Context: an optimization exercise on an open-source flow, tuned for small area and few clock cycles. The choices shown serve that exercise and are no tape-out recipe. At most, simulation tests tie the RTL to the original design; equivalence was not proved. For runs 2 to 4, only the layout was checked, not whether the RTL still works. The flow treats the clock pin as an ideal source, which a real chip does not have. Power and IR drop assume default switching activity.

===== flow/config.mk =====
export PLATFORM = sky130hd
export DESIGN_NAME = image_capture_top
export DESIGN_NICKNAME = image_capture_top
export VERILOG_FILES = /design/flow/design.v
export SDC_FILE = /design/flow/constraint.sdc
export NUM_CORES = 4
export LEC_CHECK = 0
export CAP_MARGIN = 20
export CORE_MARGIN = 2
export CORE_UTILIZATION = 50
export SLEW_MARGIN = 20

===== flow/constraint.sdc =====
create_clock -name core_clock -period 4.5 [get_ports {clk}]
set_input_delay 0.9000 -clock core_clock [delete_from_list [all_inputs] [get_ports {clk}]]
set_output_delay 0.9000 -clock core_clock [all_outputs]
set_load 0.01 [all_outputs]

===== flow/design.v =====
`timescale 1ns/1ps
module image_capture_top (
  input  logic         clk,
  input  logic         mem_reset,
  input  logic         trigger,
  input  logic [15:0]  height,       
  input  logic [28:0]  start_addr,   
  input  logic [25:0]  s_beat,       
  input  logic         s_valid,
  output logic         s_ready,
  output logic         frame_done,
  output logic         skipped,
  output logic         mem_wr_req,
  output logic [156:0] mem_wr_cmd,   
  input  logic         mem_wr_ack,
  output logic         frame_written
);
  localparam logic [1:0] ST_IDLE  = 2'd0;   
  localparam logic [1:0] ST_WAIT  = 2'd1;   
  localparam logic [1:0] ST_STORE = 2'd2;   
  logic [1:0]  state;
  logic [15:0] line_cnt;    
  logic [1:0]  slot;        
  logic        last_word;   
  logic [95:0] pix;         
  logic [28:0] wr_addr;     
  logic sof, eol;
  logic fwd;                
  logic word_free;          
  logic fire;               
  logic ack;                
  logic [15:0] line_nxt;
  logic line_last;
  assign sof = s_beat[1];
  assign eol = s_beat[0];
  assign ack       = mem_wr_req && mem_wr_ack;
  assign word_free = !mem_wr_req || mem_wr_ack;
  assign fwd       = (state == ST_STORE) || ((state == ST_WAIT) && sof);
  assign s_ready   = fwd ? word_free : 1'b1;
  assign fire      = s_valid && fwd && word_free;
  assign line_nxt  = line_cnt + 1'b1;
  assign line_last = (line_nxt == height);
  always_ff @(posedge clk or posedge mem_reset) begin
    if (mem_reset) begin
      state         <= ST_IDLE;
      slot          <= 2'd0;
      last_word     <= 1'b0;
      mem_wr_req    <= 1'b0;
      frame_done    <= 1'b0;
      frame_written <= 1'b0;
      skipped       <= 1'b0;
    end else begin
      frame_done    <= 1'b0;
      skipped       <= 1'b0;
      frame_written <= ack && last_word;
      if (ack) begin
        mem_wr_req <= 1'b0;
        last_word  <= 1'b0;
      end
      if (fire) begin
        slot <= slot + 1'b1;
        if (slot == 2'd3) mem_wr_req <= 1'b1;
      end
      case (state)
        ST_IDLE: begin
          if (trigger) state <= ST_WAIT;
          if (s_valid && sof) skipped <= 1'b1;
        end
        default: begin
          if (fire) begin
            state <= ST_STORE;
            if (eol && line_last) begin
              state      <= ST_IDLE;
              frame_done <= 1'b1;
              last_word  <= 1'b1;
            end
          end
        end
      endcase
    end
  end
  always_ff @(posedge clk) begin
    if (state == ST_IDLE) begin
      line_cnt <= 16'd0;
    end else if (fire && eol) begin
      line_cnt <= line_nxt;
    end
    if (fire) begin
      pix <= {pix[71:0], s_beat[25:2]};
    end
    if (fire && (state == ST_WAIT)) begin
      wr_addr <= start_addr;
    end else if (ack) begin
      wr_addr <= wr_addr + 29'd8;
    end
  end
  assign mem_wr_cmd = {wr_addr,
                       pix[95:72], 8'hff, pix[71:48], 8'hff,
                       pix[47:24], 8'hff, pix[23:0],  8'hff};
endmodule

===== flow/flow/run.sh =====
#!/bin/bash
# Standard ORFS layout, with the smallest buffer on each port and a clock tree of small buffers.
set -euo pipefail
export BUFFER_PORTS_ARGS="-buffer_cell sky130_fd_sc_hd__buf_1"
export CTS_ARGS="-sink_clustering_enable -repair_clock_nets -buf_list {sky130_fd_sc_hd__clkbuf_4} -dont_use_dummy_load -sink_clustering_size 10 -sink_clustering_max_diameter 40"
bash standard.sh > flow_standard.log 2>&1

===== flow/standard.sh =====
#!/bin/bash
# synth_recipe.tcl (not shown) runs the flow's synth.tcl, then flattens the netlist and writes it again
# the make line also repeats each setting of config.mk as NAME=value (left out here)
make -C /OpenROAD-flow-scripts/flow DESIGN_CONFIG=/design/flow/config.mk WORK_HOME=/design/flow/orfs CLKGATE_MAP_FILE= SYNTH_SCRIPT=/design/flow/synth_recipe.tcl "${@:-finish}"

==> run summary, run 1 <==
* Outcome: finished clean
- Summing every instance area after synthesis gives 6220 µm².
- Area of the placeable core: 12100 µm²
- At the pin with the least slew margin, the transition time is 759 ps.
* Clock slew at the register clock pins of the worst setup and hold paths: 120 ps
* Portion of the post-synthesis area used by sequential elements: 69.1%
- Leakage: 2.41 nW
- Data on the critical path is required at its endpoint by 4910 ps.
* Slowest CP cell: buf_4
- TritonCTS built the clock tree.
- Post-Route WL: 12.8 mm
- The number of global-route vias before repair was 3857.
- Antenna-violating nets left: 0
* Setup slack of the worst register-to-register path: 1900 ps
- Maximum buffer depth of the clock tree: 2
- For this design, the CTS-stage hold fixing added 0 buffers.
- The H-tree generated during clock tree synthesis spans 4 levels.
- The initial antenna violation count came to 1.
* Number of warnings issued by yosys: 1
* Final clock period utilization by the worst path: between 50% and 60%
- Fmax: approximately 380 MHz
- Entering global routing, the biggest net connects 62 pins.
- 1st-pass router iterations: 4
- Placed cell count: 829
- The max-slew violation count is 0.
- The number of hold violations in the final report was 0.
* Largest incremental delay on the critical path: 680 ps
- Summed over all instances, the cell type with the most area after synthesis is edfxtp_1.
* Arrival time worst endpoint: 3010 ps
- After detailed routing, the number of vias per cell comes to 4.92.
- Root cell of the clock tree: clkbuf_4
- At the end of routability-driven placement, the weighted congestion stood at 0.804.
- The worst pin sits at a relative slew slack of 49.0%.
- For this run, the number of standard cells in the final layout without fillers is 847.
* Setup crit start kind: primary input
* Final routed DRC violation total: 0
* Category of the critical setup timing path: in2reg
* FF+latch count, synth: 150
- Routed vias: 4166
- Worst supply voltage drop on vdd: 0.000251 V
* Mean routed wirelength per cell: 15.1 µm
* Post-CTS Setup Repair Bufs: 0
* Die outline width: around 120 µm
* Area fraction of the dominant cell type after synthesis: 60.3%
* Cells after Synth: 464
- Of the cells placed in the final design, the portion with a size suffix greater than 1 is 4.57%.
- Max Fanout on Critical Path: 61
* R2r startpoint: state[1]
- The routed design could run at a clock period as short as 2600 ps.
- In this run the mean area of a mapped cell was 13.4 µm².
- Global Route Usage Sum: 19.0%
* Async set-reset flop share out of synthesis: 6.00%
* Cell mode on critical path: buf_4
- Placed wire-length estimate after detailed placement: 9.42 mm
- Leading cell types by total area after synthesis: edfxtp_1 (60%), dfxtp_1 (5.1%), xor2_1 (4.4%), buf_4 (3.9%), dfrtp_1 (3.6%)
* Category of the worst setup path capture point: register
- Die span in y: 116 µm
- From synthesis to final layout, the design area changed by 15.7%.
- The initial utilization of the core area, before any placement, comes to 51.6%.
- Total congestion overflow after global routing: 0
- Pwr per Cell Area: 424 nW/µm²
- RSZ-0062 raised after global routing: false
- Clock latency at the later pin of the worst-skew pair: approximately 520 ps
- After the first detailed-routing iteration, the DRC count stood at about 340.
- Number of endpoints failing setup at the final stage: 0
- Type of the most critical hold path: in2async
- R2r worst-path depth: 5
- Reported max-cap violation count: 0
- Input and output buffers added on the ports amount to 205.
* Number of enable flip-flop cells after synthesis: 125
- Worst r2r dst: slot[1]
- Number of distinct library cells after synthesis: 49
* Flip-flop cell with the highest count after synthesis: edfxtp_1
- For this design the top-level I/O count stands at about 240.
- Die Outline Area: 13400 µm²
- Wire length of the first global-routing pass: around 19 mm
* Row count: 40
- After the last flow step, the layout net total stands at 759.
- Clock Skews: 35.3 ps
- CTS-repair resized insts: 0
* CTS Sinks: 150
- Hold timing on the final database bottoms out at a slack of 282 ps.
- Traced cell by cell, the critical path runs through buf_1 -> nand3b_4 -> a211oi_4 -> buf_4 -> buf_4 -> mux2_2.
- Buffers inserted during clock tree synthesis total 17.
==> power by group <==
group          internal [W]  switching, W  total [W]  leakage (nW)
Combinational      0.000206      0.000365   0.000571         0.888
Sequential          0.00178      0.000150    0.00193          1.44
Clock              0.000173      0.000381   0.000554        0.0782
Total               0.00216      0.000896    0.00305          2.41
==> worst max path at each step <==
stage | start | endpoint
2_1_floorplan | s_beat[1] | state[1]
3_3_place_gp | s_beat[1] | slot[1]
3_5_place_dp | s_beat[1] | slot[1]
4_1_cts | state[1] | slot[1]
5_1_grt | state[1] | slot[1]
6_report | s_beat[1] | slot[1]
==> final cells by class <==
| class | instances | area [µm²] |
|---|---|---|
| clock buffers | 17 | 128 |
| multi-input cells | 294 | 1740 |
| inverters | 9 | 35.0 |
| well taps | 168 | 210 |
| repair buffers | 208 | 792 |
| diodes | 1 | 2.50 |
| fillers | 1037 | 4860 |
| flip-flops and latches | 150 | 4300 |
==> cells in the mapped netlist (all sizes together) (7+ instances only) <==
cell	number
nand4	13
xnor2	21
dfrtp	9
nand2	58
dfxtp	16
buf	38
nand3	15
nor2	22
a21oi	8
inv	8
or3	7
o21ai	40
edfxtp	125
xor2	31
==> through the flow <==
| stage | power [W] | TNS, ps | worst slack (ps) | area, µm² | utilization (%) |
|---|---|---|---|---|---|
| CTS | 0.00309 | 0 | 1870 | 7200 | 59.7 |
| floorplan | 0.00232 | -23200 | -519 | 6390 | - |
| detailed placement | 0.00254 | 0 | 1330 | 7070 | 58.6 |
| global placement | 0.00252 | 0 | 1390 | 7070 | 58.6 |
| finish | 0.00305 | 0 | 1900 | 7200 | 59.7 |
| global route | 0.00323 | 0 | 1710 | 7200 | 59.7 |
==> state kept, by name, summed over array words and instances, names as in the netlist <==
name	flops
state	2
last_word	1
frame_written	1
skipped	1
mem_wr_req	1
wr_addr	29
pix	96
frame_done	1
slot	2
line_cnt	16
==> metal layers <==
layer | global-route usage [%] | routed length [µm] | up-vias
met5 | 0 | 0 | -
met4 | 9.48 | 338 | 0
met3 | 5.81 | 1040 | 27
met2 | 30.6 | 6310 | 160
met1 | 23.3 | 5100 | 1945
li1 | - | - | 2034
==> logic make-up (layout without fill, tap and decap cells) <==
family / count (synthesis) / after routing / synth area share [%]
mux: 3 / 3 / 0.503
flops: 150 / 150 / 69.1
xor+xnor: 52 / 52 / 7.32
simple gates: 145 / 145 / 11.7
other cells: 1 / 33 / 0.0602
buf+inv: 51 / 234 / 5.07
fa+ha+maj: 3 / 3 / 0.603
compound gates: 59 / 59 / 5.71
==> critical path, delay by kind of cell <==
| kind | cells | cell delay (ps) |
|---|---|---|
| compound gates | 1 | 260 |
| simple gates | 1 | 130 |
| mux | 1 | 400 |
| buf+inv | 3 | 1280 |
==> cells in the final DEF (no fill, tap or decap), types with 2 or more instances in the layout <==
cell	Yosys	routed
buf_1	3	205
edfxtp_1	125	125
nand2_1	57	56
conb_1	1	32
xor2_1	31	31
o21ai_1	1	26
nor2_1	22	22
xnor2_1	21	21
clkbuf_4	0	17
dfxtp_1	16	16
nand3_1	15	15
o21ai_0	39	14
nand4_1	12	12
dfrtp_1	9	9
inv_1	8	8
a21oi_1	8	8
or3_1	7	7
nor2b_1	6	6
nor3_1	5	5
and3_1	4	4
and4_1	4	4
and2_1	3	3
ha_1	3	3
buf_4	32	3
nand2_2	1	2
mux2i_1	2	2
Testbench counts, summed over its fixed seeds: cycles 15,331.
==> inputs of run 2 (changes only) <==
--- a/flow/design.v
+++ b/flow/design.v
@@ -21,3 +21,3 @@
   logic [1:0]  state;
-  logic [15:0] line_cnt;    
+  logic [15:0] lines_left;  
   logic [1:0]  slot;        
@@ -25,3 +25,4 @@
   logic [95:0] pix;         
-  logic [28:0] wr_addr;     
+  logic [28:3] wr_addr;     
+  logic [2:0]  addr_lo;     
   logic sof, eol;
@@ -31,3 +32,2 @@
   logic ack;                
-  logic [15:0] line_nxt;
   logic line_last;
@@ -40,4 +40,3 @@
   assign fire      = s_valid && fwd && word_free;
-  assign line_nxt  = line_cnt + 1'b1;
-  assign line_last = (line_nxt == height);
+  assign line_last = (lines_left == 16'd1);
   always_ff @(posedge clk or posedge mem_reset) begin
@@ -83,5 +82,5 @@
     if (state == ST_IDLE) begin
-      line_cnt <= 16'd0;
+      lines_left <= height;   
     end else if (fire && eol) begin
-      line_cnt <= line_nxt;
+      lines_left <= lines_left - 1'b1;
     end
@@ -90,9 +89,10 @@
     end
-    if (fire && (state == ST_WAIT)) begin
-      wr_addr <= start_addr;
+    addr_lo <= start_addr[2:0];   
+    if (trigger) begin
+      wr_addr <= start_addr[28:3];
     end else if (ack) begin
-      wr_addr <= wr_addr + 29'd8;
+      wr_addr <= wr_addr + 1'b1;
     end
   end
-  assign mem_wr_cmd = {wr_addr,
+  assign mem_wr_cmd = {wr_addr, addr_lo,
                        pix[95:72], 8'hff, pix[71:48], 8'hff,
==> flow/flow/run.sh (replaced) <==
#!/bin/bash
# Standard ORFS layout, with the smallest buffer on each port and a clock tree of small buffers.
set -euo pipefail
export BUFFER_PORTS_ARGS="-buffer_cell sky130_fd_sc_hd__buf_1"
export CTS_ARGS="-sink_clustering_enable -repair_clock_nets -buf_list sky130_fd_sc_hd__clkbuf_4 -dont_use_dummy_load -sink_clustering_size 10 -sink_clustering_max_diameter 40"

bash standard.sh > flow_standard.log 2>&1
==> run 2 against run 1 <==
Against the previous run:
- still clean on timing, DRC and antenna
- maximum frequency grew 11%
- clock skew fell by 13 ps
- hold slack improved by 31 ps
- final area fell by 1.9%
- largest cell class unchanged
- largest power group unchanged
==> run summary, run 2 <==
- Cells fill about three fifths of the core in the end.
- Measured along the x axis, the die boundary spans 115 µm.
- Wire length on met1: 5.16 mm
- After global routing the overflow that remains totals 0.
- Detailed routing placed a total of around 920 µm of wire on met3.
- The worst pin sits at a relative slew slack of 46.6%.
* Final instance area: 7060 µm²
- Mean cell area of the mapped netlist: 14.1 µm²
* Global Route Usage Sum: 19.0%
- Combined flip-flop and latch cell area: around 4400 µm²
- Leading cell types by count after synthesis: edfxtp_1 (138), nand2_1 (51), buf_4 (32), o21ai_0 (27), nor2_1 (25)
* 1st-pass router iterations: 4
- Leaving out fill and tap cells, the most frequent cells in the layout are buf_1 (205), edfxtp_1 (138), nand2_1 (50).
* Setup slack of the worst register-to-register path: 2150 ps
- The run finished with no timing, DRC or antenna violations.
* CTS-repair resized insts: 0
* Setup crit start kind: register
- The worst register-to-register path begins at state[0].
- The synthesized design devotes to its leading area cell type 67.6% of total area.
* Post-CTS Setup Repair Bufs: 0
- Least-Margin Pin Slew: 801 ps
* Area of the multi-input gates: between 1000 and 1500 µm²
- Die Outline Area: between 10000 and 15000 µm²
* Maximum buffer depth of the clock tree: 2
- Antenna-violating nets left: 0
- Pin placement for this block handled 238 I/O pins.
- Routed vias: 4098
* Reported max-cap violation count: 0
- In this run the cell area of the synthesized design comes to a little over 6000 µm².
* Final-layout setup total negative slack: 0 ps
- After layout, the design draws a total of 0.00419 W.
- FF+latch count, synth: 150
* Clock Skews: approximately 23 ps
- Proportion of layout cells with a drive suffix above 1: 4.96%
- Counting cells, the worst reg-to-reg path comes to 4.
- Initial cell density of the core: around 51%
- Hold bufs inserted after CTS: 0
* Global placement routability congestion: 0.806
* Number of warnings issued by yosys: 1
* Pin count of the biggest net entering global routing: 68
- Final routed DRC violation total: 0
- Leaving out fill and tap cells, the most frequent cell in the layout is buf_1.
- Number of enable flip-flop cells after synthesis: 138
- Clock latency at the later pin of the worst-skew pair: 520 ps
- Launch point of the worst path: state[0]
- The clock tree synthesis step divided the H-tree into 4 levels.
- Wires add up to around 13 mm.
- Number of endpoints failing setup at the final stage: 0
- From synthesis to final layout, the design area changed by 15.3%.
* Worst EP required: 4710 ps
- Max Fanout on Critical Path: 67
- Antenna fix cells: 0
* Die span in y: 115 µm
* Fillers: 1038
* Category of the worst setup path capture point: register
- Worst r2r dst: pix[89]
- Worst supply voltage drop on vdd: 0.000298 V
* Number of distinct library cells after synthesis: 41
- Starting DRT DRC Count: ~280
- RSZ-0062 raised after global routing: false
* DR WL met2: 6.40 mm
- The number of hold violations in the final report was 0.
- In this run the tool buffered the top-level ports with 205 buffer cells.
* Row count: 40
- The first global-routing pass estimated roughly 19 mm of wire.
- Arrival time worst endpoint: 2560 ps
- After synthesis, the cell types taking the most area are edfxtp_1 (68%), buf_4 (3.9%), dfrtp_1 (3.7%), nand2_1 (3.1%), o21ai_0 (2.2%).
* Root cell of the clock tree: clkbuf_4
* Async set-reset flop share out of synthesis: 6.00%
- Initial antenna violation count: 0
- After clock tree synthesis, the clock-pin slew on the worst setup and hold paths is 100 ps.
- Net count, final: 727
- Fmax: 425 MHz
- The detailed router used layers up to and including met4.
- Largest registers in the final layout: pix x96, wr_addr x26, lines_left x16
* Placed wire-length estimate after detailed placement: 9.26 mm
- Flip-flop cell with the highest count after synthesis: edfxtp_1
- Largest register FFs: 96
- OpenSTA, run right after detailed placement, puts the worst setup slack at 1410 ps.
* Synth area leader: edfxtp_1
* Leakage: 2.37 nW
* Biggest register: pix
- The max-slew violation count came to 0.
- The tightest min-delay check is of the in2async type.
* Final clock period utilization by the worst path: 52.2%
- The number of clock buffers added by TritonCTS is 17.
- CTS tree: done
- Area of the placeable core: 12000 µm²
* CTS Sinks: 150
* Portion of the post-synthesis area used by sequential elements: a little over 70%
* Post-route setup slack: between 2000 and 2500 ps
- The placed instances occupy a cell area of 6930 µm².
* Cell with the most instances after synthesis: edfxtp_1
* Cells after Synth: 433
* Final period demand of the worst path: 2350 ps
* Ratio of routed vias to standard cells: 5.17
- The number of global-route vias before repair came to about 3700.
- After detailed routing, the average wire length per cell comes to between 15 and 20 µm.
* Pwr per Cell Area: slightly below 600 nW/µm²
- By startpoint and endpoint, the worst setup path is classified as reg2reg.
[run 2: area by class of cell]
type / instances / share of cell area [%]
Clock buffer: 17 / 1.81
Multi-Input combinational cell: 260 / 21.1
Sequential cell: 150 / 62.7
Inverter: 9 / 0.514
Tap cell: 147 / 2.60
Timing Repair Buffer: 209 / 11.3
[run 2: metal layers]
layer / track usage [%] / vias up
li1: - / 1975
met1: 23.1 / 1932
met3: 6.51 / 14
met2: 31.1 / 177
met5: 0 / -
met4: 7.80 / 0
[run 2: kinds of logic (layout without fill, tap and decap cells)]
| kind of cell | after synthesis | after routing | synth area share (%) |
|---|---|---|---|
| DFF | 150 | 150 | 72.3 |
| and+or+nand+nor | 142 | 142 | 12.1 |
| AOI/OAI and AO/OA | 57 | 57 | 5.70 |
| buffers and inverters | 54 | 235 | 5.39 |
| xor gates and xnor gates | 24 | 24 | 3.43 |
| adders and majority gates | 4 | 4 | 0.817 |
| other | 1 | 32 | 0.0612 |
| muxes | 1 | 1 | 0.184 |
[run 2: worst max path at each step]
stage,to,cells past startpoint
after floorplan,pix[0],3
after global placement,wr_addr[3],4
after detailed placement,wr_addr[6],4
after CTS,wr_addr[6],4
after global routing,pix[77],4
final,pix[89],4
[run 2: through the flow]
step / instances / hold slack (ps)
6_report: 792 / 314
3_5_place_dp: 775 / 431
4_1_cts: 792 / 268
2_1_floorplan: 464 / 443
5_1_grt: 792 / 283
3_3_place_gp: 775 / 428
[run 2: critical path, stage by stage (launching register included)]
cell and delay, ps:
dfrtp_1 450, nand2b_1 190, a211o_1 410, inv_4 610
buf_4 370
[run 2: report_power, final]
| part | total (W) | internal, W | switching [W] |
|---|---|---|---|
| Combinational | 0.00112 | 0.000341 | 0.000775 |
| Sequential | 0.00253 | 0.00224 | 0.000292 |
| Clock | 0.000548 | 0.000173 | 0.000375 |
==> inputs of run 3 (changes only) <==
--- a/flow/flow/run.sh
+++ b/flow/flow/run.sh
@@ -5,3 +5,3 @@
 export CTS_ARGS="-sink_clustering_enable -repair_clock_nets -buf_list sky130_fd_sc_hd__clkbuf_4 -dont_use_dummy_load -sink_clustering_size 10 -sink_clustering_max_diameter 40"
-
+export SKIP_REPAIR_TIE_FANOUT=1
 bash standard.sh > flow_standard.log 2>&1
==> run 3 against run 2 <==
Against the previous run:
- global-route usage increased by 0.19 points
- highest routed layer unchanged
- first-iteration DRC count increased by 7.8%
- still clean on timing, DRC and antenna
- clock power increased by 2%
- combinational power about the same
- synthesized area unchanged
- flip-flop and latch count unchanged
- maximum frequency decreased by 1.5%
- sequential share of layout area increased by 1.0 points
- final cell count decreased by 4.0%
- critical endpoint is now s_ready
- sequential power about the same
- die area unchanged
==> run summary, run 3 <==
- The run finished with no timing, DRC or antenna violations.
- The first global-routing pass estimated 19.0 mm of wire.
* Clock Skews: roughly 33 ps
* CTS-repair resized insts: 0
- TritonCTS built the clock tree.
- Root cell of the clock tree: clkbuf_4
- Port buffering added roughly 210 buffers.
- The register with the most flip-flops in the layout has 96 of them.
- Power spread over the standard cell area amounts to between 600 and 700 nW/µm².
* Die Outline Area: 13200 µm²
- Leaving out fill and tap cells, the most frequent cells in the layout are buf_1 (205), edfxtp_1 (138), nand2_1 (50).
- Portion of the post-synthesis area used by sequential elements: 72.3%
- Cell with the most instances after synthesis: edfxtp_1
- DR WL met2: 6.01 mm
- For this design, the CTS-stage hold fixing added 0 buffers.
- Post-Route WL: 12.5 mm
* Worst r2r dst: wr_addr[25]
* Max Used Layer: met4
- The number of hold violations in the final report came to 0.
- The number of global-route vias before repair was 3852.
- The total overflow left after global routing is 0.
- Tightest slew margin relative to the limit: 52.3%
- In the routed layout, each cell is associated on average with a via count of 5.34.
- Once detailed placement completed, the half-perimeter wirelength came to 8.78 mm.
* Area fraction of the dominant cell type after synthesis: 67.6%
- The floorplan step set the die height to approximately 110 µm.
- At the pin with the least slew margin, the transition time is slightly above 700 ps.
* Max Fanout on Critical Path: 3
- For the worst flop-to-flop path, the logic depth is 4.
* Worst supply voltage drop on vdd: 0.000361 V
- Final routed DRC violation total: 0
- Area of the placeable core: roughly 12000 µm²
* Clock latency at the later pin of the worst-skew pair: between 500 and 600 ps
- The H-tree was split into 4 levels.
- The setup path with the least slack is of type in2out.
* Leading cell types by total area after synthesis: edfxtp_1 (68%), buf_4 (3.9%), dfrtp_1 (3.7%), nand2_1 (3.1%), o21ai_0 (2.2%)
- Of the cells placed in the final design, the portion with a size suffix greater than 1 is 5.06%.
- Summed over all nets, wire length on met3 after detailed routing comes to 963 µm.
- Global placement routability congestion: 0.828
* Category of the worst setup path capture point: output port
- Initial antenna violation count: 0
- In the final routing, the length of wire on met1 measures 5.38 mm.
* Number of top-level pins: approximately 240
* Antenna-violating nets left: 0
- Walking the worst path, the cells encountered are buf_1 -> nor2b_1 -> nand2_1 -> buf_1.
* 1st-pass router iterations: 4
- Among all flip-flop cells after synthesis, the most frequent one is edfxtp_1.
* Initial cell density of the core: between 50% and 60%
- For the worst setup path, the data required time is 3600 ps.
- Layout Area Growth over Synthesis: 13.5%
- Pin count of the biggest net entering global routing: 99
- CTS Buf Count: 17
* Reported max-cap violation count: 0
- Each instance of the synthesized netlist takes up on average between 10 and 15 µm².
- Post-Route Hold Slack: 336 ps
- Post-CTS Setup Repair Bufs: 0
- In the finished design, the share of the clock period the worst path needs comes to 53.0%.
- Netlist area before placement: 6130 µm²
- Number of distinct library cells after synthesis: approximately 40
- Setup crit start kind: primary input
* Leading cell types by count after synthesis: edfxtp_1 (138), nand2_1 (51), buf_4 (32), o21ai_0 (27), nor2_1 (25)
- Summed over all instances, the cell type with the most area after synthesis is edfxtp_1.
- Antenna fix cells: 0
- Leaving out fill and tap cells, the most frequent cell in the layout is buf_1.
- Net count, final: 695
- Async set-reset flop share out of synthesis: around 6%
- The max-slew violation count came to 0.
* Die outline width: approximately 110 µm
- For flop-to-flop paths, the worst setup slack is between 2000 and 2500 ps.
- Slowest CP cell: nor2b_1
- Counting flops and latches in the post-synthesis netlist gives 150.
- Largest registers in the final layout: pix x96, wr_addr x26, lines_left x16
* CTS Sinks: 150
- For this run, the number of Yosys warnings is 1.
* Starting DRT DRC Count: roughly 300
- Final-layout setup total negative slack: 0 ps
* Maximum buffer depth of the clock tree: 2
- Routed vias: 4057
* Clock slew at the register clock pins of the worst setup and hold paths: 90 ps
- Setup violations remaining at the end of the flow were counted as 0.
- In this run the worst hold path is classified as in2async.
* Final period demand of the worst path: about 2400 ps
* R2r startpoint: wr_addr[11]
- At the worst endpoint, the arrival time is 1490 ps.
* Biggest register: pix
* Largest incremental delay on the critical path: 240 ps
- Global Route Usage Sum: 19.2%
- Timing would allow up to 419 MHz.
- Number of enable flip-flop cells after synthesis: about 140
* Mean routed wirelength per cell: 16.5 µm
- In this run the core area contains 40 standard-cell rows.
- After technology mapping, the gate count stands at ~430.
- Leakage: roughly 2.3 nW
- The cell that appears most often on the critical path is buf_1.
* RSZ-0062 raised after global routing: false
## run 3: stage by stage
step	power, W	setup WS [ps]	area [µm²]	instances	utilization, %
global route	0.00448	2020	6950	760	58.1
global placement	0.00365	1480	6820	743	57.0
CTS	0.00425	2010	6950	760	58.1
finish	0.00420	2110	6950	760	58.1
detailed placement	0.00369	1440	6820	743	57.0
floorplan	0.00323	832	6130	433	-
## run 3: logic make-up (layout without fill, tap and decap cells)
logic type,Yosys count,after routing,share of synthesized area [%]
compound gates,57,57,5.70
xor+xnor,24,24,3.43
fa+ha+maj,4,4,0.817
buf+inv,54,234,5.39
flops,150,150,72.3
mux,1,1,0.184
other cells,1,1,0.0612
simple gates,142,142,12.1
## run 3: worst max path at each step
stage | cells past startpoint | slack [ps] | end | from
after floorplan | 3 | 830 | pix[0] | s_beat[1]
after global placement | 4 | 1480 | wr_addr[21] | trigger
after detailed placement | 4 | 1440 | wr_addr[19] | trigger
after CTS | 4 | 2010 | wr_addr[6] | trigger
after global routing | 4 | 2020 | s_ready | state[1]
final | 4 | 2110 | s_ready | mem_wr_ack
## run 3: power by group
group	internal (W)	switching, W	leakage, nW	total, W
Sequential	0.00223	0.000283	1.47	0.00252
Combinational	0.000348	0.000783	0.716	0.00113
Clock	0.000173	0.000384	0.0782	0.000557
## run 3: layout make-up
cell class                      count  area (µm²)
Tap cell                          147         184
Multi-Input combinational cell    229        1370
Inverter                            9        35.0
Timing Repair Buffer              208         805
Sequential cell                   150        4430
Fill cell                        1058        5010
Clock buffer                       17         128
## run 3: metal layers
layer | global-route usage (%) | vias up
met2 | 29.0 | 150
met4 | 7.80 | 0
met5 | 0 | -
li1 | - | 1938
met1 | 25.2 | 1956
met3 | 7.04 | 13
## run 3: worst max-delay path, delay by kind of cell
family,cells,cell delay (ps)
simple gates,2,330
buf+inv,2,250
==> inputs of run 4 (changes only) <==
==> flow/flow/run.sh (replaced) <==
#!/bin/bash
# Standard ORFS layout, with the smallest buffer on each port, a clock tree of small buffers
# and one tie cell for the constant outputs.
set -euo pipefail
export BUFFER_PORTS_ARGS="-buffer_cell sky130_fd_sc_hd__buf_1"
export CTS_ARGS="-repair_clock_nets -buf_list sky130_fd_sc_hd__clkbuf_4 -dont_use_dummy_load"
export SKIP_REPAIR_TIE_FANOUT=1
bash standard.sh > flow_standard.log 2>&1
==> run 4 against run 3 <==
Against the previous run:
- wire length did not move
- combinational power barely moved
- count of clock-buffer cells in the layout did not move
- critical path depth did not move
- register-to-register slack barely moved
- non-clock buffer count did not move
- critical endpoint unchanged
- die area did not move
- sequential power barely moved
- clock skew did not move
- hold slack did not move
==> run summary, run 4 <==
- The run finished with no timing, DRC or antenna violations.
- Netlist area before placement: 6130 µm²
- Clock Skews: between 30 and 40 ps
* Total congestion overflow after global routing: 0
- The repair_antennas step left the layout with diodes totalling 0.
- Cells after Synth: 433
* Post-CTS Setup Repair Bufs: 0
* Arrival time worst endpoint: 1490 ps
* FF+latch count, synth: 150
- Biggest register: pix
* Max-slew violations: 0
- Final routed DRC violation total: 0
* Async set-reset flop share out of synthesis: 6.00%
- Leakage: 2.26 nW
- Category of the worst setup path capture point: output port
- Data on the critical path is required at its endpoint by 3600 ps.
- Crit-path cells: buf_1 -> nor2b_1 -> nand2_1 -> buf_1
- The tool flagged a number of max-cap violations equal to 0.
- Max Fanout on Critical Path: 3
- Wire length of the first global-routing pass: 19.0 mm
- The register with the most flip-flops in the layout has between 90 and 100 of them.
- Most frequent cells in the layout: buf_1 (205), edfxtp_1 (138), nand2_1 (50)
- The largest total area in the synthesized netlist belongs to edfxtp_1.
- The number of global-route vias before repair was 3852.
* RSZ-0062 raised after global routing: false
- The first detailed-routing pass ran for 4 iterations.
- Cell mode on critical path: buf_1
* Largest incremental delay on the critical path: about 240 ps
- The initial antenna violation count is 0.
* CTS tree: done
- The first routing iteration left 303 violations.
- CTS saw 150 sinks.
- The internal power of the cells totals 0.00275 W.
- Global Route Usage Sum: about a fifth
* Pwr per Cell Area: just over 600 nW/µm²
- Global placement routability congestion: 0.828
* Initial cell density of the core: about 50%
- Number of distinct library cells after synthesis: 41
- Before CTS, the worst setup slack after placement is 1440 ps.
- CTS-repair resized insts: 0
- For this run, the number of Yosys warnings is 1.
* Number of endpoints failing setup at the final stage: 0
- The share of the Yosys chip area taken by registers is 72.3%.
- In this run the mean area of a mapped cell was 14.1 µm².
- Portion of total power attributed to sequential cells: 59.9%
- Placed wire-length estimate after detailed placement: slightly below 9 mm
* Ratio of routed vias to standard cells: 5.34
- Post-route setup slack: about 2100 ps
- In this run the clock root is driven by a clkbuf_4.
- The startpoint identified for the worst register-to-register timing path is wr_addr[11].
- Tot Pwr: approximately 0.0042 W
- Least-Margin Pin Slew: 714 ps
* Type of the most critical hold path: in2async
- Compared with the post-synthesis result, the final layout area differs by 13.5%.
* Number of I/O port buffers: 205
- Ranked by total cell area, the synthesized netlist is headed by edfxtp_1 (68%), buf_4 (3.9%), dfrtp_1 (3.7%), nand2_1 (3.1%), o21ai_0 (2.2%).
* Area of the placeable core: 12000 µm²
* Tightest slew margin relative to the limit: between 50% and 60%
* Pin count of the biggest net entering global routing: 99
- Commonest non-fill, non-tap cell in the layout: buf_1
- Number of top-level pins: 238
- In the final timing run, aggregate negative setup slack is 0 ps.
* Final clock period utilization by the worst path: 53.0%
- In this run the critical register-to-register path is captured at wr_addr[25].
- Number of enable flip-flop cells after synthesis: 138
* Cell with the most instances after synthesis: edfxtp_1
- The number of clock buffers added by TritonCTS is 17.
* Final hold vios: 0
* Routed vias: 4057
- VDD sags by at most 0.000361 V.
* Category of the critical setup timing path: in2out
- Of the total power, combinational logic draws 26.9%.
- Proportion of layout cells with a drive suffix above 1: 5.06%
- Derived from the worst setup path, the maximum achievable clock frequency is between 400 and 500 MHz.
- R2r worst-path depth: 4
* Mean routed wirelength per cell: 16.5 µm
- Die Outline Area: 13200 µm²
- Net count, final: 695
- Setup slack of the worst register-to-register path: 2210 ps
* Die span in y: 115 µm
* Flip-flop cell with the highest count after synthesis: edfxtp_1
- Switching Share: 34.5%
- Clock slew at the register clock pins of the worst setup and hold paths: 90 ps
- H-tree level count: 4
- After floorplanning, the core was divided into 40 placement rows.
* Slowest CP cell: nor2b_1
* Maximum buffer depth of the clock tree: 2
- Clock share of power: 13.2%
- From left edge to right edge, the die measures 115 µm.
- Switching power of the nets: 0.00145 W
* Post-Route WL: 12.5 mm
* Clock latency at the later pin of the worst-skew pair: 520 ps
- Counting instances in the post-synthesis netlist gives the leading cell types as edfxtp_1 (138), nand2_1 (51), buf_4 (32), o21ai_0 (27), nor2_1 (25).
- The detail route stage leaves a number of antenna-violating nets equal to 0.
* Hold bufs inserted after CTS: 0
- The synthesized design devotes to its leading area cell type between 60% and 70% of total area.
- Largest registers in the final layout: pix x96, wr_addr x26, lines_left x16
- STA classifies the critical path startpoint as a primary input.
- Final period demand of the worst path: between 2000 and 2500 ps
## run 4: power by group through the flow
stage,combinational [W],sequential (W),clock (W)
final,0.00113,0.00252,0.000557
after global routing,0.00126,0.00258,0.000634
after CTS,0.00115,0.00252,0.000581
after detailed placement,0.00115,0.00255,0
after global placement,0.00113,0.00252,0
after floorplan,0.000512,0.00272,0
## run 4: area by class of cell
cell class,instances,area [µm²]
inverter,9,35.0
tap,147,184
timing repair buffer,208,805
fill,1058,5010
sequential,150,4430
clock buffer,17,128
multi-input combinational,229,1370
## run 4: per-layer routing
metal  up-vias  track usage (%)  wire length [µm]
met5         -                0                 0
met4         0             7.80               169
met3        13             7.04               963
met2       150             29.0              6010
met1      1956             25.2              5380
li1       1938                -                 -
## run 4: worst max-delay path by stage
stage / startpoint / end / cells after the start
finish: mem_wr_ack / s_ready / 4
global route: state[1] / s_ready / 4
CTS: trigger / wr_addr[6] / 4
detailed placement: trigger / wr_addr[19] / 4
global placement: trigger / wr_addr[21] / 4
floorplan: s_beat[1] / pix[0] / 3
## run 4: critical path, delay by kind of cell
kind	cells	cell delay, ps
buffers and inverters	2	250
AND/OR/NAND/NOR	2	330
## run 4: logic make-up (layout without fill, tap and decap cells)
family | Yosys count | in the layout | share of synthesized area (%)
AND/OR/NAND/NOR | 142 | 142 | 12.1
multiplexers | 1 | 1 | 0.184
other | 1 | 1 | 0.0612
flip-flops | 150 | 150 | 72.3
AO/OA/AOI/OAI | 57 | 57 | 5.70
buffers and inverters | 54 | 234 | 5.39
adder cells (fa/ha/maj) | 4 | 4 | 0.817
XOR/XNOR | 24 | 24 | 3.43
## run 4: metrics by stage
| step | hold WS, ps | instance area [µm²] | cells | util [%] |
|---|---|---|---|---|
| after detailed placement | 431 | 6820 | 743 | 57.0 |
| final | 336 | 6950 | 760 | 58.1 |
| after global placement | 427 | 6820 | 743 | 57.0 |
| after floorplan | 443 | 6130 | 433 | - |
| after CTS | 288 | 6950 | 760 | 58.1 |
| after global routing | 311 | 6950 | 760 | 58.1 |
==> inputs of run 5 (changes only) <==
--- a/flow/design.v
+++ b/flow/design.v
@@ -23,3 +23,2 @@
   logic [1:0]  slot;        
-  logic        last_word;   
   logic [95:0] pix;         
@@ -45,5 +44,3 @@
       slot          <= 2'd0;
-      last_word     <= 1'b0;
       mem_wr_req    <= 1'b0;
-      frame_done    <= 1'b0;
       frame_written <= 1'b0;
@@ -51,8 +48,6 @@
     end else begin
-      frame_done    <= 1'b0;
       skipped       <= 1'b0;
-      frame_written <= ack && last_word;
+      frame_written <= ack && (state == ST_IDLE);
       if (ack) begin
         mem_wr_req <= 1'b0;
-        last_word  <= 1'b0;
       end
@@ -71,5 +66,3 @@
             if (eol && line_last) begin
-              state      <= ST_IDLE;
-              frame_done <= 1'b1;
-              last_word  <= 1'b1;
+              state <= ST_IDLE;
             end
@@ -80,2 +73,3 @@
   end
+  assign frame_done = frame_written;
   always_ff @(posedge clk) begin
==> flow/flow/run.sh (replaced) <==
#!/bin/bash
# Standard ORFS layout, with the smallest buffer on each port, a clock tree of clkbuf_8 buffers
# and one tie cell for the constant outputs.
set -euo pipefail
export BUFFER_PORTS_ARGS="-buffer_cell sky130_fd_sc_hd__buf_1"
export CTS_ARGS="-repair_clock_nets -buf_list sky130_fd_sc_hd__clkbuf_8 -dont_use_dummy_load"
export SKIP_REPAIR_TIE_FANOUT=1
bash standard.sh > flow_standard.log 2>&1
==> run 5 against run 4 <==
Against the previous run:
- still clean
- sequential power fell by 25%
- maximum frequency decreased by 1.9%
- via count down 5.2%
- critical endpoint is now wr_addr[4]
- largest power group unchanged
==> run summary, run 5 <==
- In the final layout, the share of cells above drive strength 1 is under 10%.
- Hold repair after CTS inserted 0 buffers.
* Number of distinct library cells after synthesis: 41
- Internal portion of total power: approximately 0.0023 W
- Portion of total power attributed to sequential cells: around 61%
* Wire length of the first global-routing pass: 18.4 mm
- For this design the ratio of total power to cell area is between 400 and 500 nW/µm².
- The share of total power dissipated in combinational logic is 15.2%.
* Global Route Usage Sum: 18.9%
- The worst setup path is captured at a register.
- Yosys mapped a number of flops with a built-in enable equal to 138.
* Clock share of power: 23.7%
- Of the total power, the share spent switching nets is 27.3%.
- Post-Route WL: 12.2 mm
* Setup crit start kind: primary input
- After synthesis, the share of flip-flops with an asynchronous set or reset is 4.73%.
- Worst supply voltage drop on vdd: between 0.0002 and 0.0003 V
* Final clock period utilization by the worst path: 54.1%
- The initial utilization of the core area, before any placement, comes to 50.6%.
* Largest register FFs: 96
* Setup slack of the worst register-to-register path: ~2200 ps
- The critical path goes through buf_1 -> buf_4 -> clkinv_1 -> nand2_2.
* Most frequent cells in the layout: buf_1 (205), edfxtp_1 (138), nand2_1 (39)
- Across all layers, the routed design uses 3847 vias.
* CTS tree: done
- Leakage: approximately 2.2 nW
* R2r worst-path depth: 4
* CTS Buf Count: 17
* Global placement routability congestion: 0.811
- Die outline width: 114 µm
* Die Outline Area: between 10000 and 15000 µm²
- In this run the vertical extent of the chip is approximately 110 µm.
- Summed over all nets, the switching power comes to roughly 0.00085 W.
* Placed wire-length estimate after detailed placement: 8.86 mm
- For this design, the slowest cell found on the critical path is nand2_2.
- Area of the multi-input gates: 1300 µm²
- Max-cap violations in this run came to 0.
* Clock latency at the later pin of the worst-skew pair: 440 ps
- The net count of the finished layout is just under 700.
* R2r startpoint: state[1]
- Cells after Synth: 421
- Cell with the most instances after synthesis: edfxtp_1
- Worst EP required: between 4000 and 5000 ps
- In this run the tool buffered the top-level ports with 205 buffer cells.
- Area of the placeable core: 11900 µm²
- The number of buffers and inverters on the critical path is 3.
- CTS Sinks: 148
* Total congestion overflow after global routing: 0
* Final Core Density: 58.5%
- Portion of the post-synthesis area used by sequential elements: 72.9%
- After clock tree synthesis, the repair step resized 0 gates.
* RSZ-0062 raised after global routing: false
* Type of the most critical hold path: in2async
- The number of hold violations in the final report came to 0.
- In this run the core area contains 40 standard-cell rows.
* Leading cell types by total area after synthesis: edfxtp_1 (69%), buf_4 (4.1%), dfrtp_1 (2.9%), o21ai_0 (2.8%), nand2_1 (2.5%)
- The worst setup path is of the in2reg kind.
* Final-layout setup total negative slack: 0 ps
* Mean cell area of the mapped netlist: 14.3 µm²
- Worst r2r dst: pix[8]
* Vias in the first global route: 3588
- Final period demand of the worst path: 2430 ps
* Largest registers in the final layout: pix x96, wr_addr x26, lines_left x16
- Largest delay share family, worst path: buffers and inverters
* Commonest non-fill, non-tap cell in the layout: buf_1
- Leading cell types by count after synthesis: edfxtp_1 (138), nand2_1 (40), o21ai_0 (34), buf_4 (33), nor2_1 (26)
- Hold timing on the final database bottoms out at a slack of 366 ps.
- Fillers: 1009
- Among all flip-flop cells after synthesis, the most frequent one is edfxtp_1.
- For the pin with the worst max-slew slack, the measured transition is 762 ps.
- Maximum buffer depth of the clock tree: 2
- The synthesized design contains between 100 and 150 register bits.
- H-tree level count: 4
- Setup violations remaining at the end of the flow were counted as 0.
- The run finished with no timing, DRC or antenna violations.
- Clock slew at the register clock pins of the worst setup and hold paths: 60 ps
* Tightest slew margin relative to the limit: about half
- In the routed design, unresolved DRC markers number 0.
- Area fraction of the dominant cell type after synthesis: 69.0%
* Number of top-level pins: 238
* Max Fanout on Critical Path: 36
* Ratio of routed vias to standard cells: 5.14
* Layout Area Growth over Synthesis: 15.6%
* Synth area leader: edfxtp_1
* Largest incremental delay on the critical path: 690 ps
- Static timing analysis puts the maximum clock frequency at 411 MHz.
- Starting DRT DRC Count: 352
- The count of nets left with antenna violations once routing finished came out at 0.
- Entering global routing, the biggest net connects 57 pins.
* Max-slew violations: 0
* 1st-pass router iterations: 4
- Arrival time worst endpoint: ~2500 ps
- Number of warnings issued by yosys: 1
* Combined flip-flop and latch cell area: 4380 µm²
- The initial antenna violation count came to 0.
- The number of antenna diodes in the final layout is 0.
- Post-CTS Setup Repair Bufs: 0
- Clock skew on the completed layout was measured at 26.6 ps.
- Root cell of the clock tree: clkbuf_8
- Mean routed wirelength per cell: 16.3 µm
- The mapped netlist covers 6000 µm².
* Biggest register: pix
==> run 5: cell count changes after synthesis, sizes merged, moves of 4 or more <==
cell and delta:
nand2 -11, or3 +9, o21ai +7, nor3 +6, and4 -5, o311ai -7
xnor2 +4
==> run 5: metrics by stage <==
| stage | instance area [µm²] | total power (W) | setup WS [ps] | instances |
|---|---|---|---|---|
| floorplan | 6000 | 0.00220 | 794 | 421 |
| global placement | 6700 | 0.00239 | 1340 | 731 |
| detailed placement | 6700 | 0.00241 | 1250 | 731 |
| CTS | 6930 | 0.00314 | 1740 | 748 |
| global route | 6940 | 0.00325 | 1930 | 748 |
| finish | 6940 | 0.00310 | 2070 | 748 |
==> run 5: worst max-delay path by stage <==
stage                   start  slack (ps)  cells past startpoint          end
floorplan           s_beat[1]         790                      4       pix[0]
global placement      trigger        1340                      4  wr_addr[13]
detailed placement    trigger        1250                      4  wr_addr[11]
CTS                   trigger        1740                      4   wr_addr[4]
global route          trigger        1930                      4   wr_addr[3]
finish                trigger        2070                      4   wr_addr[4]
==> run 5: power by group through the flow <==
stage	Sequential [W]	Clock (W)	Combinational, W
after floorplan	0.00199	0	0.000212
after global placement	0.00191	0	0.000473
after detailed placement	0.00193	0	0.000480
after CTS	0.00190	0.000763	0.000481
after global routing	0.00192	0.000805	0.000527
final	0.00190	0.000734	0.000471
==> run 5: cell families (layout without fill, tap and decap cells) <==
family	after synthesis	in the layout	share of synthesized area, %
AOI/OAI and AO/OA	56	56	5.34
xor gates and xnor gates	25	25	3.65
adders and majority gates	4	4	0.834
buffers and inverters	55	235	5.52
DFF	148	148	72.9
muxes	5	5	0.917
other	1	1	0.0625
and+or+nand+nor	127	127	10.7
==> run 5: worst reg2reg max path: cells and delay by family (launching register included) <==
kind / cells / cell delay, ps
flip-flops: 1 / 410
AND/OR/NAND/NOR: 1 / 290
multiplexers: 1 / 280
buffers and inverters: 2 / 930
==> run 5: layout make-up <==
type	instances	share of cell area (%)
inverter	10	0.559
tap	147	2.65
clock buffer	17	3.37
multi-input combinational	218	18.7
timing repair buffer	208	11.6
sequential	148	63.1
==> run 5: layer usage <==
metal | global-route usage (%) | routed length, µm
met3 | 6.54 | 1010
met1 | 24.5 | 5190
met4 | 6.59 | 120
met2 | 30.1 | 5860
met5 | 0 | 0
Testbench counts of run 5, summed over its fixed seeds: cycles 15,331.
==> inputs of run 6 (changes only) <==
==> flow/flow/run.sh (replaced) <==
#!/bin/bash
# Standard ORFS layout, with the smallest buffer on each port, a clock tree of small buffers
# (upsized after CTS where their slew is high) and one tie cell for the constant outputs.
set -euo pipefail
export BUFFER_PORTS_ARGS="-buffer_cell sky130_fd_sc_hd__buf_1"
export CTS_ARGS="-repair_clock_nets -buf_list sky130_fd_sc_hd__clkbuf_4 -dont_use_dummy_load"
export SKIP_REPAIR_TIE_FANOUT=1
export POST_CTS_TCL="$(pwd)/flow/post_cts.tcl"
bash standard.sh > flow_standard.log 2>&1
==> flow/flow/post_cts.tcl (new file) <==
estimate_parasitics -placement
set upsized 0
foreach inst [get_cells *] {
  set ref [get_property $inst ref_name]
  if {$ref != "sky130_fd_sc_hd__clkbuf_4"} { continue }
  set name [get_property $inst full_name]
  set net [get_nets -of_objects [get_pins $name/X]]
  set mx 0
  foreach p [get_pins -of_objects $net -filter "direction==input"] {
    set s [get_property $p slew_max]
    if {$s > $mx} { set mx $s }
  }
  if {$mx > 0.200} {
    replace_cell $inst sky130_fd_sc_hd__clkbuf_16
    incr upsized
  } elseif {$mx > 0.095} {
    replace_cell $inst sky130_fd_sc_hd__clkbuf_8
    incr upsized
  }
}
puts "post_cts: upsized $upsized clock buffers"
detailed_placement
check_placement -verbose
estimate_parasitics -placement
==> run 6 against run 5 <==
Against the previous run:
- synthesized cell count stayed put
- combinational power hardly changed
- final cell count stayed put
- highest routed layer unchanged
- synthesized area stayed put
- setup slack better by 22 ps
- via count is 0.81% higher
- maximum frequency is 0.91% higher
- critical endpoint is now pix[3]
- die area stayed put
- largest power group unchanged
- non-clock buffer count stayed put
- total power is 2.0% lower
==> run summary, run 6 <==
- After synthesis the cells add up to 6000 µm².
- Synthesis produced a netlist whose cell count is 421.
- Portion of total power attributed to combinational logic: 15.5%
* Category of the critical setup timing path: in2reg
* Synthesized-area fraction occupied by and/or/nand/nor cells: 10.7%
- Leakage: 2.22 nW
- For met3 alone, demand over resource in global routing was 7.01%.
- Number of endpoints failing setup at the final stage: 0
- Starting DRT DRC Count: 379
* Post-route setup slack: 2090 ps
- Measured on the finished design, the core utilization comes to roughly three fifths.
* Number of top-level pins: 238
- R2r startpoint: state[1]
* Number of I/O port buffers: 205
- Of the total power, registers draw 62.3%.
- Reported max-cap violation count: 0
- Internal portion of total power: 0.00220 W
- Largest registers in the final layout: pix x96, wr_addr x26, lines_left x16
* Initial antenna violation count: 0
* Most frequent cells in the layout: buf_1 (205), edfxtp_1 (138), nand2_1 (39)
- Outcome: finished clean
* Worst supply voltage drop on vdd: 0.000269 V
- Proportion of layout cells with a drive suffix above 1: 5.82%
- For the finished layout, the period the worst path requires is approximately 2400 ps.
* Mean routed wirelength per cell: 16.4 µm
- Antenna fix cells: 0
* Ratio of routed vias to standard cells: 5.18
- Max Fanout on Critical Path: 56
* Portion of the post-synthesis area used by sequential elements: 72.9%
- Die span in y: 114 µm
- The register with the most flip-flops in the layout has 96 of them.
- Max-slew violations: 0
* Top Usage Layer GRT: met2
- Derived from the worst setup path, the maximum achievable clock frequency is 415 MHz.
* Area fraction of the dominant cell type after synthesis: roughly 70%
- CTS Sinks: 148
* Die Outline Area: 12900 µm²
- Final-layout setup total negative slack: 0 ps
- At the end of the flow, the number of nets in the layout was approximately 680.
* Type of the most critical hold path: in2async
- Entering global routing, the biggest net connects 57 pins.
* Commonest non-fill, non-tap cell in the layout: buf_1
- R2r worst-path depth: 4
- CTS tree: done
- Number of warnings issued by yosys: 1
- The wire-length estimate of the detail-placed layout is around 8.9 mm.
* Arrival time worst endpoint: 2500 ps
- Flip-flop cell with the highest count after synthesis: edfxtp_1
- Switching Share: 27.6%
- Timing analysis after detailed placement gives a worst setup slack of 1250 ps.
- M2 GR Usage: 30.1%
- The number of hold violations in the final report is 0.
- Tightest slew margin relative to the limit: roughly half
- Worst r2r dst: pix[3]
* Total congestion overflow after global routing: 0
- Antenna-violating nets left: 0
- Category of the worst setup path capture point: register
* Number of non-filler instances in the completed layout: about 750
* Global placement routability congestion: roughly 0.8
- Among all cell types in the netlist, the one instantiated most often is edfxtp_1.
* Leading cell types by total area after synthesis: edfxtp_1 (69%), buf_4 (4.1%), dfrtp_1 (2.9%), o21ai_0 (2.8%), nand2_1 (2.5%)
* Die outline width: 114 µm
- Final clock period utilization by the worst path: approximately 54%
- The first TritonRoute pass finished after 4 iterations.
- The synthesized design contains 148 register bits.
- Between clock sinks in the finished design, the worst skew comes to 29.8 ps.
* Setup slack of the worst register-to-register path: 2200 ps
* Biggest register: pix
- Async set-reset flop share out of synthesis: 4.73%
- Placed cell count: 731
- Synth area leader: edfxtp_1
* RSZ-0062 raised after global routing: false
- Summed over all nets, the switching power comes to 0.000840 W.
- The first global-routing pass estimated 18.4 mm of wire.
- Final routed DRC violation total: 0
- Layout Area Growth over Synthesis: 14.9%
- Number of enable flip-flop cells after synthesis: 138
- Clock latency at the later pin of the worst-skew pair: 440 ps
- Vias in the first global route: 3577
- Clock share of power: 22.1%
* Share of cell area taken by muxes after synthesis: 0.917%
- At the pin with the least slew margin, the transition time is ~760 ps.
- Data on the critical path is required at its endpoint by about 4600 ps.
* Routed vias: roughly 3900
- Synth Area in Compound Gates: roughly 5.3%
* Mean cell area of the mapped netlist: approximately 14 µm²
- Dividing total power by cell area gives a power density of 440 nW/µm².
* Synthesized-area fraction occupied by xor and xnor cells: 3.65%
* Leading cell types by count after synthesis: edfxtp_1 (138), nand2_1 (40), o21ai_0 (34), buf_4 (33), nor2_1 (26)
- The total area inside the core boundary comes to between 10000 and 15000 µm².
- Summing the areas of all fa, ha and maj instances in the mapped netlist gives less than 1% of the synthesized area.
- Yosys mapped the design onto just over 40 distinct sky130hd cell types.
- Setup crit start kind: primary input
* Initial cell density of the core: 50.6%
- After synthesis, the largest family of logic cells by area is simple AND/OR/NAND/NOR gates.
* Global Route Usage Sum: a little under a fifth
- Global routing consumed, on the met1 layer, 24.4% of the routing resources.
- The initialized floorplan defines 40 standard-cell rows.
- Post-Route WL: 12.2 mm
- Clock-pin slew was measured on the worst setup and hold paths at roughly 90 ps.
## run 6: per-stage QoR
step | power [W] | hold WS [ps] | area, µm²
3_3_place_gp | 0.00239 | 425 | 6700
5_1_grt | 0.00319 | 332 | 6900
6_report | 0.00304 | 347 | 6900
3_5_place_dp | 0.00241 | 431 | 6700
2_1_floorplan | 0.00220 | 453 | 6000
## run 6: layer usage
layer	up-vias	share of wire, %
met1	1822	42
met5	-	0
li1	1881	-
met4	0	1.3
met2	158	48
met3	17	8.7
## run 6: layout make-up
cell class                 instances  area (µm²)
clock buffer                      17         196
fill                            1009        4960
inverter                          10        38.8
multi-input combinational        218        1300
sequential                       148        4380
tap                              147         184
timing repair buffer             208         805
## run 6: worst max-delay path by stage
| stage | from | depth (start not counted) | endpoint | slack (ps) |
|---|---|---|---|---|
| after floorplan | s_beat[1] | 4 | pix[0] | 790 |
| after global routing | trigger | 4 | wr_addr[22] | 1930 |
| after global placement | trigger | 4 | wr_addr[13] | 1340 |
| after detailed placement | trigger | 4 | wr_addr[11] | 1250 |
| final | s_beat[1] | 6 | pix[3] | 2090 |
## run 6: kinds of logic (layout without fill, tap and decap cells)
family	count (synthesis)	count (layout)
compound gates	56	56
flops	148	148
fa+ha+maj	4	4
mux	5	5
other cells	1	1
buf+inv	55	235
simple gates	127	127
xor+xnor	25	25
## run 6: power groups by stage
| stage | Sequential, W | Combinational, W | Clock (W) |
|---|---|---|---|
| 2_1_floorplan | 0.00199 | 0.000212 | 0 |
| 3_3_place_gp | 0.00191 | 0.000473 | 0 |
| 3_5_place_dp | 0.00193 | 0.000480 | 0 |
| 5_1_grt | 0.00192 | 0.000527 | 0.000746 |
| 6_report | 0.00189 | 0.000472 | 0.000672 |
## run 6: critical path, stage by stage
cell	delay, ps
buf_1	90
nand2_1	50
mux2i_1	200
nand3b_1	290
clkinv_2	570
buf_12	360
==> inputs of run 7 (changes only) <==
--- a/flow/flow/run.sh
+++ b/flow/flow/run.sh
@@ -7,2 +7,3 @@
 export SKIP_REPAIR_TIE_FANOUT=1
+export REMOVE_ABC_BUFFERS=1
 export POST_CTS_TCL="$(pwd)/flow/post_cts.tcl"
==> run 7 against run 6 <==
Against the previous run:
- die area did not move
- register-to-register slack got worse by 40 ps
- final cell count rose by 0.27%
- setup slack got worse by 160 ps
- sequential power barely moved
- final area barely moved
- critical path type unchanged
==> run summary, run 7 <==
- The smallest clock period supported by the final layout is computed as roughly 2600 ps.
* Die Outline Area: around 13000 µm²
- In this run, the number of DRC markers left after iteration 0 of detailed routing was 279.
* Vias in the first global route: around 3500
- The biggest area contributor in the post-synthesis netlist is edfxtp_1.
* Netlist area before placement: 6000 µm²
- Setup crit start kind: primary input
* Max-slew violations: 0
* Outcome: finished clean
* Final-layout setup total negative slack: 0 ps
- CTS Sinks: 148
* Category of the critical setup timing path: in2reg
* Placed wire-length estimate after detailed placement: 8.87 mm
- The total overflow left after global routing is 0.
* Biggest register: pix
- The largest registers in the layout are pix x96, wr_addr x26, lines_left x16.
- Number of endpoints failing setup at the final stage: 0
* Flip-flop cell with the highest count after synthesis: edfxtp_1
- For this run, the post-layout net count is 684.
* Leakage: 2.22 nW
- Leading cell types by count after synthesis: edfxtp_1 (138), nand2_1 (40), o21ai_0 (34), buf_4 (33), nor2_1 (26)
* Layout Area Growth over Synthesis: 14.9%
- Die span in y: 114 µm
* Number of distinct library cells after synthesis: 41
- Before antenna repair, the detailed router went through 4 iterations.
- The initial antenna violation count was 1.
- For the pin with the worst max-slew slack, the measured transition is 1010 ps.
- Async set-reset flop share out of synthesis: 4.73%
- Row generation in the floorplan step produced 40 rows.
- STA puts the critical path data required time at 4520 ps.
- Category of the worst setup path capture point: register
- In this run the tool buffered the top-level ports with 205 buffer cells.
- Of the cells placed in the final design, the portion with a size suffix greater than 1 is 5.65%.
* Final hold vios: 0
- Clock skew on the completed layout was measured at 25.5 ps.
- Cells after Synth: 421
- Number of enable flip-flop cells after synthesis: 138
- Across the run, the number of max-cap violations was 0.
- In this run the tightest slew margin relative to its limit is between 30% and 40%.
- In this run the remaining antenna-violating nets after routing total 0.
- CTS tree: done
- Using the TritonRoute via totals, the vias-per-cell ratio works out to 5.21.
- Portion of the post-synthesis area used by sequential elements: 72.9%
* Die outline width: 114 µm
* Global placement routability congestion: 0.799
- Wires add up to 12.0 mm.
- Largest register FFs: 96
* Clock latency at the later pin of the worst-skew pair: 360 ps
- RSZ-0062 raised after global routing: false
- Across the VDD grid, the largest voltage drop is 0.000193 V.
- Final instance area: ~7000 µm²
- Max Fanout on Critical Path: 53
- Area fraction of the dominant cell type after synthesis: 69.0%
* Area of the placeable core: 11900 µm²
- Final clock period utilization by the worst path: 57.0%
* Setup slack of the worst register-to-register path: roughly 2200 ps
- Arrival time worst endpoint: 2590 ps
* FF+latch count, synth: 148
* Commonest non-fill, non-tap cell in the layout: buf_1
- Most frequent cells in the layout: buf_1 (205), edfxtp_1 (138), nand2_1 (40)
- After synthesis, the cell types taking the most area are edfxtp_1 (69%), buf_4 (4.1%), dfrtp_1 (2.9%), o21ai_0 (2.8%), nand2_1 (2.5%).
- The placed instances occupy a cell area of ~6700 µm².
- Based on the critical path, the design can be clocked at up to 390 MHz.
- Dividing the detail-routed wire length by the instance count gives 16.1 µm.
* Number of warnings issued by yosys: 1
* Initial cell density of the core: 50.6%
- Pwr per Cell Area: around 440 nW/µm²
* Number of top-level pins: 238
- Global Route Usage Sum: 18.8%
- The tightest min-delay check is of the in2async type.
- Wire length of the first global-routing pass: 18.2 mm
- Mean cell area of the mapped netlist: approximately 14 µm²
- By instance count, the leading cell after synthesis is edfxtp_1.
- Entering global routing, the biggest net connects 54 pins.
* Clock slew at the register clock pins of the worst setup and hold paths: 90 ps
- Detailed routing inserted a total of 3910 vias.
- For this run, design rule violations remaining after detail routing come to 0.
## run 7: through the flow
| stage | power (W) | hold WS (ps) | util (%) | worst slack [ps] | std cells |
|---|---|---|---|---|---|
| floorplan | 0.00218 | 453 | - | 794 | 376 |
| global placement | 0.00239 | 428 | 56.5 | 1630 | 732 |
| detailed placement | 0.00241 | 431 | 56.5 | 1540 | 732 |
| global route | 0.00319 | 439 | 58.1 | 1730 | 749 |
| finish | 0.00303 | 438 | 58.2 | 1930 | 750 |
## run 7: worst paths after layout
kind,cells after the start,end,start
min in group core_clock,0,pix[65],pix[41]
min,2,slot[0],mem_reset
max,6,pix[28],s_beat[1]
max in group asynchronous,2,skipped,mem_reset
max reg2reg,4,pix[28],state[1]
min reg2reg,0,pix[65],pix[41]
## run 7: layout make-up
class                           count  area (µm²)
Timing Repair Buffer              209         812
Clock buffer                       17         189
Tap cell                          147         184
Fill cell                        1007        4960
Antenna cell                        1        2.50
Sequential cell                   148        4380
Inverter                           10        38.8
Multi-Input combinational cell    218        1290
## run 7: metal layers
metal / global-route usage (%) / wire length, µm / up-vias
li1: - / - / 1881
met1: 24.2 / 5060 / 1834
met2: 30.0 / 5810 / 173
met3: 5.58 / 912 / 22
met4: 7.89 / 265 / 0
met5: 0 / 0 / -
## run 7: report_power, final
part,internal (W),switching (W)
sequential,0.00176,0.000127
combinational,0.000159,0.000321
clock,0.000273,0.000389
## run 7: worst max-delay path, cell delays in order
cell and delay (ps):
buf_1 100, nand2_1 60, mux2i_1 220, nand3b_1 310
clkinv_2 600, buf_12 340
## run 7: kinds of logic after synthesis
group / Yosys count / synth area share [%]
flip-flops: 148 / 72.9
AND/OR/NAND/NOR: 127 / 10.7
AO/OA/AOI/OAI: 56 / 5.34
buffers and inverters: 55 / 5.52
XOR/XNOR: 25 / 3.65
multiplexers: 5 / 0.917
adder cells (fa/ha/maj): 4 / 0.834
other: 1 / 0.0625
==> inputs of run 8 (changes only) <==
--- a/flow/flow/run.sh
+++ b/flow/flow/run.sh
@@ -7,3 +7,2 @@
 export SKIP_REPAIR_TIE_FANOUT=1
-export REMOVE_ABC_BUFFERS=1
 export POST_CTS_TCL="$(pwd)/flow/post_cts.tcl"
--- a/flow/flow/post_cts.tcl
+++ b/flow/flow/post_cts.tcl
@@ -15,3 +15,3 @@
     incr upsized
-  } elseif {$mx > 0.095} {
+  } elseif {$mx > 0.105} {
     replace_cell $inst sky130_fd_sc_hd__clkbuf_8
==> run 8 against run 7 <==
Against the previous run:
- still clean on timing, DRC and antenna
- total power down 1.6%
- clock power down 6.5%
- die area unchanged
- flip-flop and latch count unchanged
- critical path depth unchanged
- critical endpoint is now pix[9]
==> run summary, run 8 <==
- More flip-flops sit in one register than any other, and that register is pix.
* Tot Pwr: between 0.002 and 0.003 W
* Layout Area Growth over Synthesis: 14.4%
- The floorplan has 40 rows.
- After technology mapping, the gate count stands at 421.
- Commonest non-fill, non-tap cell in the layout: buf_1
- Final clock period utilization by the worst path: a little under three fifths
- The die covers between 10000 and 15000 µm².
* Max Fanout on Critical Path: 56
- Number of enable flip-flop cells after synthesis: 138
- Proportion of layout cells with a drive suffix above 1: 5.82%
* Antenna fix cells: 0
- Number of warnings issued by yosys: 1
- Yosys instantiated no cell more often than edfxtp_1.
* Global Route Usage Sum: 19.0%
- Pwr per Cell Area: 434 nW/µm²
- Max-cap violations in this run came to 0.
- At the worst endpoint, the required time is roughly 4500 ps.
* Initial antenna violation count: 0
* CTS tree: done
* Type of the most critical hold path: in2async
* Clock latency at the later pin of the worst-skew pair: 370 ps
- RSZ-0062 raised after global routing: false
* Max-slew violations: 0
- Static timing analysis puts the maximum clock frequency at 399 MHz.
- The top cell type by area accounts for between 60 and 70% of the synthesized area.
- Dividing the detail-routed via count by the number of cells gives approximately 5.2.
- Vias in the first global route: 3584
- 1st-pass router iterations: 4
- Clock-pin slew was measured on the worst setup and hold paths at 90 ps.
* Placed wire-length estimate after detailed placement: 8.86 mm
- Between clock sinks in the finished design, the worst skew comes to 31.5 ps.
- Mean routed wirelength per cell: around 16 µm
- Die outline width: approximately 110 µm
* Outcome: finished clean
- Final routed DRC violation total: 0
- At the end of the flow, the number of nets in the layout was roughly 700.
- Portion of the post-synthesis area used by sequential elements: 72.9%
* Largest register FFs: 96
- Fillers: 1017
* CTS Sinks: 148
- In the final layout, the registers with the most flip-flops are pix x96, wr_addr x26, lines_left x16.
- Number of top-level pins: 238
- The first global-routing pass estimated around 18 mm of wire.
* Number of distinct library cells after synthesis: 41
- Summed over all layers, the routed wires come to 12.2 mm.
- The congestion estimate from routability-driven global placement came to 0.811.
* Starting DRT DRC Count: 333
- IR analysis of the VDD net gives a maximum drop of 0.000247 V.
* Antenna-violating nets left: 0
- At the worst endpoint, the arrival time is 2520 ps.
- Once the floorplan was initialized, standard cells occupied 50.6% of the core.
* R2r worst-path depth: 4
* Pin count of the biggest net entering global routing: 57
- Total congestion overflow after global routing: 0
- Setup total negative slack on the finished layout was measured at 0 ps.
* Area of the multi-input gates: 1300 µm²
- The die is 114 µm tall.
* Category of the worst setup path capture point: register
- Flip-flop cell with the highest count after synthesis: edfxtp_1
* Async set-reset flop share out of synthesis: 4.73%
- The detailed router placed 3889 vias in this run.
* Number of I/O port buffers: 205
- In this run the static leakage power is 2.21 nW.
- In this run the standard cell core region covers 11900 µm².
* Most frequent cells in the layout: buf_1 (205), edfxtp_1 (138), nand2_1 (39)
* Number of endpoints failing setup at the final stage: 0
* Tightest slew margin relative to the limit: between 40 and 50%
* Final period demand of the worst path: 2510 ps
- Leading cell types by count after synthesis: edfxtp_1 (138), nand2_1 (40), o21ai_0 (34), buf_4 (33), nor2_1 (26)
- Category of the critical setup timing path: in2reg
* Mean cell area of the mapped netlist: 14.3 µm²
- Of all cell types, the one taking the most synthesized area is edfxtp_1.
* Leading cell types by total area after synthesis: edfxtp_1 (69%), buf_4 (4.1%), dfrtp_1 (2.9%), o21ai_0 (2.8%), nand2_1 (2.5%)
- Netlist area before placement: 6000 µm²
* Combined flip-flop and latch cell area: 4380 µm²
- Counting flops and latches in the post-synthesis netlist gives between 100 and 150.
- Setup crit start kind: primary input
- At the pin with the least slew margin, the transition time is 768 ps.
- The number of hold violations in the final report was 0.
-- run 8: cell counts after synthesis --
Identical to the previous run, type by type.
-- run 8: layout make-up --
type,instances,share of cell area (%)
inverters,10,0.565
flip-flops and latches,148,63.8
multi-input cells,218,18.9
clock buffers,17,2.39
repair buffers,208,11.7
well taps,147,2.68
-- run 8: kinds of logic (layout without fill, tap and decap cells) --
group / Yosys count / in the layout / share of synthesized area [%]
flip-flops: 148 / 148 / 72.9
multiplexers: 5 / 5 / 0.917
AO/OA/AOI/OAI: 56 / 56 / 5.34
buffers and inverters: 55 / 235 / 5.52
other: 1 / 1 / 0.0625
AND/OR/NAND/NOR: 127 / 127 / 10.7
adder cells (fa/ha/maj): 4 / 4 / 0.834
XOR/XNOR: 25 / 25 / 3.65
-- run 8: worst paths after layout --
kind,start,end,slack [ps]
worst min register to register,pix[61],pix[85],430
worst max register to register,state[1],pix[9],2190
worst min-delay path,mem_reset,state[1],430
worst max-delay path,s_beat[1],pix[9],1990
max in group asynchronous,mem_reset,state[0],3860
min in group core_clock,pix[61],pix[85],430
-- run 8: routing by layer --
metal,vias up,part of all wire (%),routed length [µm],GRT usage (%)
li1,1884,-,-,-
met1,1837,42,5170,24.5
met2,151,48,5870,30.1
met3,17,8.1,994,6.54
met4,0,1.3,159,6.83
met5,-,0,0,0
-- run 8: critical path, stage by stage --
cell      delay [ps]
buf_1             90
nand2_1           50
mux2i_1          200
nand3b_1         290
clkinv_2         570
buf_12           340
-- run 8: stage by stage --
| step | setup slack [ps] | utilization, % | instance area, µm² | hold slack [ps] | instances |
|---|---|---|---|---|---|
| 3_5_place_dp | 1250 | 56.5 | 6700 | 431 | 731 |
| 3_3_place_gp | 1340 | 56.5 | 6700 | 425 | 731 |
| 2_1_floorplan | 794 | - | 6000 | 453 | 421 |
| 6_report | 1990 | 57.9 | 6870 | 426 | 748 |
| 5_1_grt | 1860 | 57.9 | 6870 | 427 | 748 |
-- run 8: power breakdown --
part	internal [W]	switching, W	leakage [nW]
sequential	0.00176	0.000129	1.45
clock	0.000235	0.000383	0.0937
combinational	0.000156	0.000316	0.665
total	0.00216	0.000827	2.21

## separate check: timing with driven ports
The flow's constraints put no driver on any port. The routed layouts listed below were extracted and timed again, unchanged, in two steps.
Step 1 (the two cells are an assumption about what drives the block):
set clk [get_ports {clk}]
set_driving_cell -lib_cell sky130_fd_sc_hd__clkbuf_16 $clk
set_driving_cell -lib_cell sky130_fd_sc_hd__buf_2 [delete_from_list [all_inputs] $clk]
Step 2 moves the port delays by t, midway between the first and last clock arrival at a register: inputs arrive t later, outputs are due t later. That takes back most of the time a late clock gives input paths.
Three values: ideal, step 1, step 2; two values: the first two.
run	t (ns)	setup slack, ns	latest minus earliest clock arrival (ns)	worst slew at a driven data input, ns
run 1	0.540	1.902 / 1.882 / 1.342	0.036 / 0.037	0.06
run 2	0.536	2.149 / 2.139 / 1.690	0.029 / 0.029	0.07
run 3	0.538	2.114 / 2.061 / 1.807	0.037 / 0.038	0.07
run 4	0.538	2.114 / 2.061 / 1.807	0.037 / 0.038	0.07
run 5	0.465	2.068 / 2.079 / 1.615	0.026 / 0.027	0.06
run 6	0.457	2.090 / 2.102 / 1.646	0.030 / 0.029	0.06
run 7	0.389	1.933 / 1.950 / 1.561	0.028 / 0.027	0.07
run 8	0.391	1.994 / 2.011 / 1.620	0.032 / 0.032	0.06
After both steps every run listed still meets setup and hold. The setup slack of run 1, which loses most, moves by -0.020 ns with the drivers and by -0.560 ns with both steps.
